What follows belongs to an exercise in optimizing a design on an open flow for small area; a production flow would make more cautious choices. Only simulation tests tie the RTL to the original design; equivalence was not proved. Power is estimated from default activity; no workload was simulated.

==> flow/design.v <==
`timescale 1ns/1ps
module led_tracker_top (
    input  logic        clk_65mhz,
    input  logic        rst_n,
    input  logic [29:0] pixel,
    input  logic        frame_done,
    output logic [17:0] centroid_p1,
    output logic [17:0] centroid_p2,
    output logic        centroid_p1_strobe,
    output logic        centroid_p2_strobe,
    output logic [27:0] motion_p1,
    output logic [27:0] motion_p2,
    output logic        motion_p1_strobe,
    output logic        motion_p2_strobe
);
    logic [3:0] red, green, blue;
    logic [8:0] px;
    logic [7:0] py;
    logic is_p1, is_p2;
    assign red   = pixel[28:25];
    assign green = pixel[24:21];
    assign blue  = pixel[20:17];
    assign px    = pixel[16:8];
    assign py    = pixel[7:0];
    assign is_p1 = pixel[29] && !frame_done && (red > 4'd12)
        && (green < 4'd3) && (blue < 4'd3);
    assign is_p2 = pixel[29] && !frame_done && (red > 4'd12)
        && (green > 4'd12) && (blue > 4'd12);
    logic        restart;
    logic [15:0] c1, c2, c1_n, c2_n;
    logic [23:0] sx1, sy1, sx2, sy2;
    logic [23:0] sx1_n, sy1_n, sx2_n, sy2_n;
    always_ff @(posedge clk_65mhz or negedge rst_n) begin
        if (!rst_n) restart <= 1'b1;
        else        restart <= frame_done;
    end
    rca #(16) add_c1  (.a(restart ? 16'd0 : c1),  .b(16'd0), .ci(is_p1), .s(c1_n), .co());
    rca #(24) add_sx1 (.a(restart ? 24'd0 : sx1), .b({15'd0, is_p1 ? px : 9'd0}), .ci(1'b0), .s(sx1_n), .co());
    rca #(24) add_sy1 (.a(restart ? 24'd0 : sy1), .b({16'd0, is_p1 ? py : 8'd0}), .ci(1'b0), .s(sy1_n), .co());
    rca #(16) add_c2  (.a(restart ? 16'd0 : c2),  .b(16'd0), .ci(is_p2), .s(c2_n), .co());
    rca #(24) add_sx2 (.a(restart ? 24'd0 : sx2), .b({15'd0, is_p2 ? px : 9'd0}), .ci(1'b0), .s(sx2_n), .co());
    rca #(24) add_sy2 (.a(restart ? 24'd0 : sy2), .b({16'd0, is_p2 ? py : 8'd0}), .ci(1'b0), .s(sy2_n), .co());
    always_ff @(posedge clk_65mhz) begin
        c1  <= c1_n;
        sx1 <= sx1_n;
        sy1 <= sy1_n;
        c2  <= c2_n;
        sx2 <= sx2_n;
        sy2 <= sy2_n;
    end
    logic       ph;
    logic       load;
    logic [6:0] step;
    logic [6:0] step_n;
    logic [3:0] frame_cnt;
    logic [3:0] frame_cnt_n;
    logic       window_end;
    assign load = (frame_done || restart) && ph;
    rca #(7) add_step (.a(step), .b(7'd0), .ci(step != 7'd0), .s(step_n), .co());
    rca #(4) add_frame (.a(frame_cnt), .b(4'd0), .ci(1'b1), .s(frame_cnt_n), .co());
    always_ff @(posedge clk_65mhz or negedge rst_n) begin
        if (!rst_n) begin
            ph <= 1'b0;
            step <= 7'd0;
            frame_cnt <= 4'd0;
        end else begin
            ph <= !ph;
            step <= load ? 7'd1 : step_n;
            if (frame_done) frame_cnt <= frame_cnt_n;
        end
    end
    assign window_end = (frame_cnt == 4'd0);
    logic [96:0] chain;
    logic [15:0] rem;
    logic [15:0] den;
    logic [15:0] den_p2;
    logic [16:0] trial;
    logic [16:0] diff;
    logic        no_borrow;
    logic        q;
    logic        rem_clear;
    logic        found;
    assign trial = {rem, chain[96]};
    rca #(17) sub_den (.a(trial), .b(~{1'b0, den}), .ci(1'b1), .s(diff), .co(no_borrow));
    assign q = no_borrow;
    assign rem_clear = load || (step == 7'd24) || (step == 7'd48)
        || (step == 7'd73);
    always_ff @(posedge clk_65mhz) begin
        if (load) chain <= {sx1, sy1, 1'b0, sx2, sy2};
        else      chain <= {chain[95:0], q};
        if (rem_clear) rem <= 16'd0;
        else           rem <= q ? diff[15:0] : trial[15:0];
        if (load) begin
            den <= c1;
            den_p2 <= c2;
        end else if (step == 7'd49) begin
            den <= den_p2;
        end
        if (step == 7'd48 || step == 7'd97) found <= (den != 16'd0);
    end
    logic [16:0] last_a, last_b;
    logic [16:0] ref_a, ref_b;
    logic        have_a, have_b;
    logic        cap;
    logic        strobe_c;
    logic        strobe_m;
    logic [9:0]  dx;
    logic [8:0]  dy;
    logic [8:0]  mag_x;
    logic [7:0]  mag_y;
    logic [16:0] motion;
    assign cap = (step == 7'd49) || (step == 7'd98);
    assign strobe_c = (step == 7'd51) || (step == 7'd100);
    assign strobe_m = ((step == 7'd53) || (step == 7'd102)) && window_end;
    always_ff @(posedge clk_65mhz or negedge rst_n) begin
        if (!rst_n) begin
            have_a <= 1'b0;
            have_b <= 1'b0;
        end else begin
            have_a <= have_b;
            have_b <= have_a || (strobe_c && found);
        end
    end
    always_ff @(posedge clk_65mhz) begin
        last_a <= last_b;
        if (cap && found)        last_b <= {chain[32:24], chain[7:0]};
        else if (cap && !have_a) last_b <= 17'd0;
        else                     last_b <= last_a;
    end
    always_ff @(posedge clk_65mhz) begin
        ref_a <= ref_b;
        ref_b <= (!have_a || strobe_m) ? last_a : ref_a;
    end
    rca #(10) sub_x (.a({1'b0, last_a[16:8]}), .b(~{1'b0, ref_a[16:8]}), .ci(1'b1), .s(dx), .co());
    rca #(9)  sub_y (.a({1'b0, last_a[7:0]}),  .b(~{1'b0, ref_a[7:0]}),  .ci(1'b1), .s(dy), .co());
    rca #(9)  abs_x (.a(dx[8:0] ^ {9{dx[9]}}), .b(9'd0), .ci(dx[9]), .s(mag_x), .co());
    rca #(8)  abs_y (.a(dy[7:0] ^ {8{dy[8]}}), .b(8'd0), .ci(dy[8]), .s(mag_y), .co());
    assign centroid_p1 = {found, last_a};
    assign centroid_p2 = {found, last_a};
    assign centroid_p1_strobe = strobe_c && !ph;
    assign centroid_p2_strobe = strobe_c && ph;
    assign motion_p1 = {dx[9], 4'd0, mag_x, dy[8], 5'd0, mag_y};
    assign motion_p2 = motion_p1;
    assign motion_p1_strobe = strobe_m && !ph;
    assign motion_p2_strobe = strobe_m && ph;
endmodule
module rca #(
    parameter int W = 8
) (
    input  logic [W-1:0] a,
    input  logic [W-1:0] b,
    input  logic         ci,
    output logic [W-1:0] s,
    output logic         co
);
    logic [W:0] c;
    assign c[0] = ci;
    for (genvar i = 0; i < W; i++) begin : g_bit
        assign s[i] = a[i] ^ b[i] ^ c[i];
        assign c[i+1] = (a[i] & b[i]) | (c[i] & (a[i] ^ b[i]));
    end
    assign co = c[W];
endmodule
Settings: LEC_CHECK=0, ABC_AREA=1, CAP_MARGIN=20, CORE_MARGIN=2, CORE_UTILIZATION=45, SLEW_MARGIN=20; clock period 10.0 ns.
standard.sh (not shown) runs the stock make flow with config.mk's settings and CLKGATE_MAP_FILE= SYNTH_SCRIPT=/design/flow/synth_recipe.tcl, a recipe that flattens the netlist after the stock synthesis.
==> flow/flow/run.sh <==
#!/bin/bash
# The standard layout, with two changes: the port buffers use the smallest
# buffer cell, and clock tree synthesis clusters more sinks per buffer and
# adds no dummy loads.
set -e
export BUFFER_PORTS_ARGS="-buffer_cell sky130_fd_sc_hd__buf_1"
export CTS_ARGS="-sink_clustering_enable -repair_clock_nets -sink_clustering_size 25 -sink_clustering_max_diameter 150 -dont_use_dummy_load"
bash standard.sh > standard.log 2>&1
Change:
--- a/flow/design.v
+++ b/flow/design.v
@@ -57,10 +57,10 @@
     logic       window_end;
     assign load = (frame_done || restart) && ph;
-    rca #(7) add_step (.a(step), .b(7'd0), .ci(step != 7'd0), .s(step_n), .co());
+    rca #(7) add_step (.a(step), .b(7'd0), .ci(step != 7'd127), .s(step_n), .co());
     rca #(4) add_frame (.a(frame_cnt), .b(4'd0), .ci(1'b1), .s(frame_cnt_n), .co());
     always_ff @(posedge clk_65mhz or negedge rst_n) begin
         if (!rst_n) begin
             ph <= 1'b0;
-            step <= 7'd0;
+            step <= 7'd127;
             frame_cnt <= 4'd0;
         end else begin
@@ -115,16 +115,14 @@
     always_ff @(posedge clk_65mhz or negedge rst_n) begin
         if (!rst_n) begin
+            last_a <= 17'd0;
+            last_b <= 17'd0;
             have_a <= 1'b0;
             have_b <= 1'b0;
         end else begin
+            last_a <= last_b;
+            last_b <= (cap && found) ? {chain[32:24], chain[7:0]} : last_a;
             have_a <= have_b;
             have_b <= have_a || (strobe_c && found);
         end
-    end
-    always_ff @(posedge clk_65mhz) begin
-        last_a <= last_b;
-        if (cap && found)        last_b <= {chain[32:24], chain[7:0]};
-        else if (cap && !have_a) last_b <= 17'd0;
-        else                     last_b <= last_a;
     end
     always_ff @(posedge clk_65mhz) begin
After rerunning: Design area grows by 1.0%. Worst hold slack stays flat. Sequential share of layout area rises by 0.66 points. Sequential power is about the same. Setup slack is worse by 0.081 ns. Die area goes up by about 1.2%. Register-to-register slack loses 0.08 ns. Via count is higher by about 0.45%. Critical path depth is lower by 9. Global-route usage falls by 0.17 points. Cell count decreases by 0.40%.

---

## the baseline
led_tracker_top, a different RTL version from the one above (not shown whole).
For scale: roughly 1500 cells after synthesis, roughly 310 flip-flops, roughly 130 I/O pins.
// led_tracker_top
module led_tracker_top (
    input  logic        clk_65mhz,
    input  logic        rst_n,
    input  logic [29:0] pixel,
    input  logic        frame_done,
    output logic [17:0] centroid_p1,
    output logic [17:0] centroid_p2,
    output logic        centroid_p1_strobe,
    output logic        centroid_p2_strobe,
    output logic [27:0] motion_p1,
    output logic [27:0] motion_p2,
    output logic        motion_p1_strobe,
    output logic        motion_p2_strobe
);
Settings: LEC_CHECK=0, ABC_AREA=1, CAP_MARGIN=20, CORE_MARGIN=2, CORE_UTILIZATION=45, SLEW_MARGIN=20; clock period 10.0 ns.
==> flow/flow/run.sh <==
#!/bin/bash
# The standard layout, with two changes: the port buffers use the smallest
# buffer cell, and clock tree synthesis uses clkbuf_8 sink clusters of up to
# 14 flip-flops and adds no dummy loads.
set -e
export BUFFER_PORTS_ARGS="-buffer_cell sky130_fd_sc_hd__buf_1"
export CTS_ARGS="-sink_clustering_enable -repair_clock_nets -sink_clustering_size 14 -sink_clustering_max_diameter 100 -buf_list sky130_fd_sc_hd__clkbuf_8 -dont_use_dummy_load"
bash standard.sh > standard.log 2>&1
Changes in the candidate relative to the baseline:
--- a/flow/design.v
+++ b/flow/design.v
@@ -113,23 +113,23 @@
     assign rem = {c1[15:8], c2[15:8]};
     logic [15:0] den;
     logic [16:0] trial;
     logic [16:0] diff;
     logic        no_borrow;
     logic        q;
     logic        rem_clear;
     logic        found;
     assign den = (step > 7'd48) ? {sx2[23:16], sy2[23:16]} : {sx1[23:16], sy1[23:16]};
     assign trial = {rem, chain[96]};
     rca #(17) sub_den (.a(trial), .b(~{1'b0, den}), .ci(1'b1), .s(diff), .co(no_borrow));
-    assign q = no_borrow && (den != 16'd0);
+    assign q = no_borrow;
     assign rem_n = rem_clear ? 16'd0 : (q ? diff[15:0] : trial[15:0]);
     assign rem_clear = load || (step == 7'd24) || (step == 7'd49)
         || (step == 7'd73);
     always_ff @(posedge clk_65mhz) begin
         chain[48] <= chain[47];
         if (load) {chain[96:49], chain[47:0]} <= {sx1, sy1, sx2, sy2};
         else      {chain[96:49], chain[47:0]} <= {chain[95:48], chain[46:0], q};
         if (step == 7'd48 || step == 7'd97) found <= (den != 16'd0);
     end
     logic [16:0] last_a, last_b;
     logic [16:0] ref_a, ref_b;
@@ -148,24 +148,25 @@
     always_ff @(posedge clk_65mhz or negedge rst_n) begin
         if (!rst_n) begin
             have_a <= 1'b0;
             have_b <= 1'b0;
         end else begin
             have_a <= have_b;
             have_b <= have_a || (strobe_c && found);
         end
     end
     always_ff @(posedge clk_65mhz) begin
         last_a <= last_b;
-        if (cap && (found || !have_a)) last_b <= {chain[32:24], chain[7:0]};
-        else                           last_b <= last_a;
+        if (cap && found)        last_b <= {chain[32:24], chain[7:0]};
+        else if (cap && !have_a) last_b <= 17'd0;
+        else                     last_b <= last_a;
     end
     always_ff @(posedge clk_65mhz) begin
         ref_a <= ref_b;
         ref_b <= (!have_a || strobe_m) ? last_a : ref_a;
     end
     rca #(10) sub_x (.a({1'b0, last_a[16:8]}), .b(~{1'b0, ref_a[16:8]}), .ci(1'b1), .s(dx), .co());
     rca #(9)  sub_y (.a({1'b0, last_a[7:0]}),  .b(~{1'b0, ref_a[7:0]}),  .ci(1'b1), .s(dy), .co());
     rca #(9)  abs_x (.a(dx[8:0] ^ {9{dx[9]}}), .b(9'd0), .ci(dx[9]), .s(mag_x), .co());
     rca #(8)  abs_y (.a(dy[7:0] ^ {8{dy[8]}}), .b(8'd0), .ci(dy[8]), .s(mag_y), .co());
     assign centroid_p1 = {found, last_a};
     assign centroid_p2 = {found, last_a};
==> run notes <==
Compared with the baseline, the candidate shows a higher starting density of the core. The clock distribution area overhead in the final layout on the candidate is in line with that on the baseline. Sum of buffers and inverters on the critical path is lower on the baseline. Relative to the baseline, the half-perimeter wire length of the detailed placement result of the candidate is higher by 660 um. Relative to the baseline, the pin count of the biggest net entering global routing of the candidate is higher by about 26%. The baseline tops out at a higher clock frequency than the candidate.

-- afterwards: timing with drivers on the ports --
The results above use ideal ports. As a check the final layouts listed here were re-extracted and re-timed, cells and wires unchanged.
Step 1 sets driving cells, clkbuf_16 on the clock port and buf_2 on the other inputs (assumed; they add their load-dependent delay and slew).
Step 2 times the ports against the registers' clock, not the clock port: input delays grow and output delays shrink by t, the midpoint of the rising clock arrivals with the driver on.
a / b / c = ideal / step 1 / step 2; a / b = the first two.
run | t (ns) | slack for setup (ns) | worst setup path at the end | clock arrival spread, ns | pins driven straight from the clock port
the first run of note 1 | 0.533 | 1.593 / 1.562 / 1.088 | input to register | 0.059 / 0.059 | 1
the second run of note 1 | 0.531 | 1.513 / 1.464 / 1.159 | input to register | 0.090 / 0.090 | 1
the baseline | 0.587 | 1.228 / 1.228 / 0.841 | input to register | 0.062 / 0.063 | 1
the candidate | 0.592 | 1.154 / 1.170 / 0.579 | input to register | 0.059 / 0.059 | 1
After both steps every run listed still meets setup and hold. The setup slack of the candidate, which loses most, moves by +0.016 ns with the drivers and by -0.575 ns with both steps.
